Background: an optimization exercise with open tools, aiming at a short achievable clock period and few clock cycles. Do not read the settings as production practice.
Where RTL was checked, it was by simulation tests only, not by an equivalence proof against the original.
Power figures rest on the tool's default switching activity, not on a simulated workload.

// mips_core
module mips_core (
	input  logic        clk,
	input  logic        rst,
	output logic [31:0] pc,
	input  logic [31:0] instr,
	output logic        memwrite,
	output logic [31:0] memaddr,
	output logic [31:0] memwritedata,
	input  logic [31:0] memreaddata
);
	logic        ex_br;         
	logic        ex_nk;         
	logic        ex_pred;
	logic [31:0] ex_pc;         
	logic        ex_hi_mis;     
	logic [31:0] ex_pc4;        
	logic [15:0] ex_off;        
	logic        ex_load;
	logic        ex_store;
	logic [4:0]  ex_dst;
	logic        ex_sub;        
	logic        ex_op_and;
	logic        ex_op_or;
	logic        ex_op_slt;
	logic        ex_op_add;     
	logic [31:0] ex_a;          
	logic [31:0] ex_b;          
	logic [31:0] ex_bn;         
	logic        ex_sb_mp, ex_sb_mn, ex_sb_rp, ex_sb_rn;
	logic [31:0] ex_sd;         
	logic        ex_sa_mem, ex_ss_mem;   
	logic        ex_kill;       
	logic [31:0] mem_res;
	logic [31:0] mem_res_n;     
	logic [31:0] mem_sd;
	logic        mem_store;
	logic        mem_load;
	logic [4:0]  mem_dst;
	logic [31:0] wb_val;
	logic [4:0]  wb_dst;
	logic        stall;
	logic        mispredict;
	logic [31:0] pc4;
	logic [5:0]  f_op;
	logic        f_j;
	logic        f_br;
	logic        f_bpred;
	logic [7:0]  f_lo;
	logic        f_take;        
	logic [31:0] f_jtarget;
	logic        f_use_bt;
	logic [31:0] f_other;
	logic [31:0] f_next;
	assign f_op = instr[31:26];
	assign f_j  = f_op == 6'b000010;
	assign f_br = f_op[5:1] == 5'b00010;
	assign f_bpred = (instr[25:21] == instr[20:16]) ? !f_op[0] : (instr[15] || f_op[0]);
	inc_add #(.W(30)) f_inc (
		.a (pc[31:2]),
		.s (pc4[31:2])
	);
	assign pc4[1:0] = pc[1:0];
	ks_add #(.W(8)) f_add (
		.a    (pc[9:2]),
		.b    (instr[7:0]),
		.cin  (1'b1),
		.s    (f_lo),
		.cout ()
	);
	logic f_nopred;
  ...
Settings: LEC_CHECK=0, CAP_MARGIN=20, CORE_MARGIN=2, CORE_UTILIZATION=60, SLEW_MARGIN=20, SYNTH_HIERARCHICAL=1, SYNTH_MINIMUM_KEEP_SIZE=0; clock period 9.0 ns.
standard.sh (not shown) runs the stock make flow with config.mk's settings and CLKGATE_MAP_FILE= SYNTH_SCRIPT=/design/flow/synth_recipe.tcl, a recipe that flattens the netlist after the stock synthesis.
==> flow/flow/run.sh <==
#!/bin/bash
set -euo pipefail
bash standard.sh SETUP_SLACK_MARGIN=6 TNS_END_PERCENT=100 finish > standard.log 2>&1
The baseline finished with timing, DRC and antenna clean.
==> next run, changes <==
--- a/flow/design.v
+++ b/flow/design.v
@@ -340,18 +340,19 @@
 		else
 			pc <= pc_d;
 	end
 	logic [5:0]  d_op;
 	logic [5:0]  d_fn;
 	logic [4:0]  d_rs, d_rt, d_rd;
 	logic        d_rtype, d_addi, d_load, d_store, d_br;
 	logic        d_fadd, d_fsub, d_fand, d_for, d_fslt;
 	logic [4:0]  d_dst;
+	logic        d_use_rs, d_use_rt;
 	logic [31:0] d_ra, d_rb;
 	assign d_op = instr[31:26];
 	assign d_fn = instr[5:0];
 	assign d_rs = instr[25:21];
 	assign d_rt = instr[20:16];
 	assign d_rd = instr[15:11];
 	assign d_rtype = d_op == 6'b000000;
 	assign d_addi  = d_op[5:1] == 5'b00100;
 	assign d_load  = d_op == 6'b100011;
@@ -364,20 +365,22 @@
 	assign d_fslt  = d_rtype && d_fn == 6'b101010;
 	always_comb begin
 		if (d_fadd || d_fsub || d_fand || d_for || d_fslt)
 			d_dst = d_rd;
 		else if (d_addi || d_load)
 			d_dst = d_rt;
 		else
 			d_dst = 5'd0;
 	end
+	assign d_use_rs = d_rtype || d_addi || d_load || d_store || d_br;
+	assign d_use_rt = d_rtype || d_store || d_br;
 	assign stall = ex_load && !ex_kill && ex_dst != 5'd0 &&
-		(ex_dst == d_rs || ex_dst == d_rt);
+		((d_use_rs && ex_dst == d_rs) || (d_use_rt && ex_dst == d_rt));
 	register_file rf0 (
 		.clk       (clk),
 		.rd_addr_a (d_rs),
 		.rd_addr_b (d_rt),
 		.rd_data_a (d_ra),
 		.rd_data_b (d_rb),
 		.wr_addr   (wb_dst),
 		.wr_data   (wb_val)
 	);
Effect:
- sequential share of layout area is about the same
- routed wire length went down by 1.7%
- clock skew went down by 0.0064 ns
- power went up by 0.55%
- hold slack improved by 0.051 ns
- utilization went down by 0.59 points
- global-route usage went down by 0.82 points
Testbench counts after the change, summed over its fixed seeds: cycles 26,129.
Function not checked in the first run of this note: the RTL went through the layout flow alone.


Another version of the RTL of mips_core (not shown whole).
For scale: about 4,300 cells after synthesis, about 1,400 flip-flops, about 67,000 sq um of cells after synthesis.
export LEC_CHECK = 0
export CAP_MARGIN = 20
export CORE_MARGIN = 2
export CORE_UTILIZATION = 60
export SLEW_MARGIN = 20
create_clock -name core_clock -period 9.0 [get_ports {clk}]
Scripts as last shown in full above: flow/flow/run.sh
Testbench counts at the start, summed over its fixed seeds: cycles 26,129.
Next try:
--- a/flow/design.v
+++ b/flow/design.v
@@ -156,18 +156,16 @@
 	logic        mispredict;
 	logic [31:0] pc4;
 	logic [5:0]  f_op;
 	logic        f_j;
 	logic        f_br;
 	logic        f_bpred;
 	logic [15:0] f_lo;
 	logic        f_c;
-	logic [13:0] f_hi;
-	logic [31:0] f_btarget;
 	logic [31:0] f_jtarget;
 	logic [13:0] pc_hi_inc;
 	logic [13:0] pc_hi_dec;
 	logic        f_use_bt;
 	logic [31:0] f_other;
 	logic [31:0] f_next;
 	assign f_op = instr[31:26];
 	assign f_j  = f_op == 6'b000010;
@@ -197,29 +195,31 @@
 	);
 	ks_add #(.W(14)) f_dec (
 		.a    (pc[31:18]),
 		.b    (14'h3fff),
 		.cin  (1'b0),
 		.s    (pc_hi_dec),
 		.cout ()
 	);
-	assign f_hi      = f_c ? (instr[15] ? pc[31:18] : pc_hi_inc) : (instr[15] ? pc_hi_dec : pc[31:18]);
-	assign f_btarget = {f_hi, f_lo, pc[1:0]};
 	assign f_jtarget = {pc4[31:28], instr[25:0], 2'b00};
 	always_comb begin
 		if (stall)
 			f_other = pc;
 		else if (f_j)
 			f_other = f_jtarget;
 		else
 			f_other = pc4;
 	end
 	assign f_use_bt = !stall && !f_j && f_br && f_bpred;
-	assign f_next   = f_use_bt ? f_btarget : f_other;
+	logic [13:0] f_next_hi1, f_next_hi0;
+	assign f_next_hi1 = f_use_bt ? (instr[15] ? pc[31:18] : pc_hi_inc) : f_other[31:18];
+	assign f_next_hi0 = f_use_bt ? (instr[15] ? pc_hi_dec : pc[31:18]) : f_other[31:18];
+	assign f_next     = {f_c ? f_next_hi1 : f_next_hi0,
+	                     f_use_bt ? f_lo : f_other[17:2], pc[1:0]};
 	always_ff @(posedge clk) begin
 		if (rst)
 			pc <= 32'd0;
 		else
 			pc <= mispredict ? x_alt : f_next;
 	end
 	logic [5:0]  d_op;
 	logic [5:0]  d_fn;
Result: Synthesized cell count barely changes. Setup slack got worse by 0.056 ns. Global-route usage went up by 1.2 points. Die area came out lower by 1.1%. Via count is higher by 2.4%. Count of clock-buffer cells in the layout came out higher by 5. Final cell count falls by 0.96%. Routed wire length is higher by 2.9%. Maximum frequency drops by 1.4%. Sequential share of layout area goes up by 0.14 points.
Only the layout flow was run in the second run of this note; the RTL was not checked for function there.

[separate check: timing with driven ports]
No port has a modelled driver above. Below, the same layouts with a new extraction and two added sets of constraints. Step 1 (the two cells are an assumption about what drives the block):
set clk [get_ports {clk}]
set_driving_cell -lib_cell sky130_fd_sc_hd__clkbuf_16 $clk
set_driving_cell -lib_cell sky130_fd_sc_hd__buf_2 [delete_from_list [all_inputs] $clk]
Step 2 times the ports against the registers' clock, not the clock port: input delays grow and output delays shrink by t, the midpoint of the rising clock arrivals with the driver on. Three values: ideal, step 1, step 2; two values: the first two.
run | t, ns | setup slack, ns | worst slew at a driven data input, ns
the first run of note 1 | 0.867 | 5.609 / 5.555 / 4.688 | 0.40
the second run of note 1 | 0.885 | 5.764 / 5.703 / 4.818 | 0.28
the first run of note 2 | 0.847 | 5.152 / 4.953 / 4.107 | 0.54
the second run of note 2 | 0.859 | 5.096 / 4.924 / 4.066 | 0.54
After both steps setup and hold are still met in every run listed. The setup slack of the first run of note 2, which loses most, moves by -0.199 ns with the drivers and by -1.045 ns with both steps.
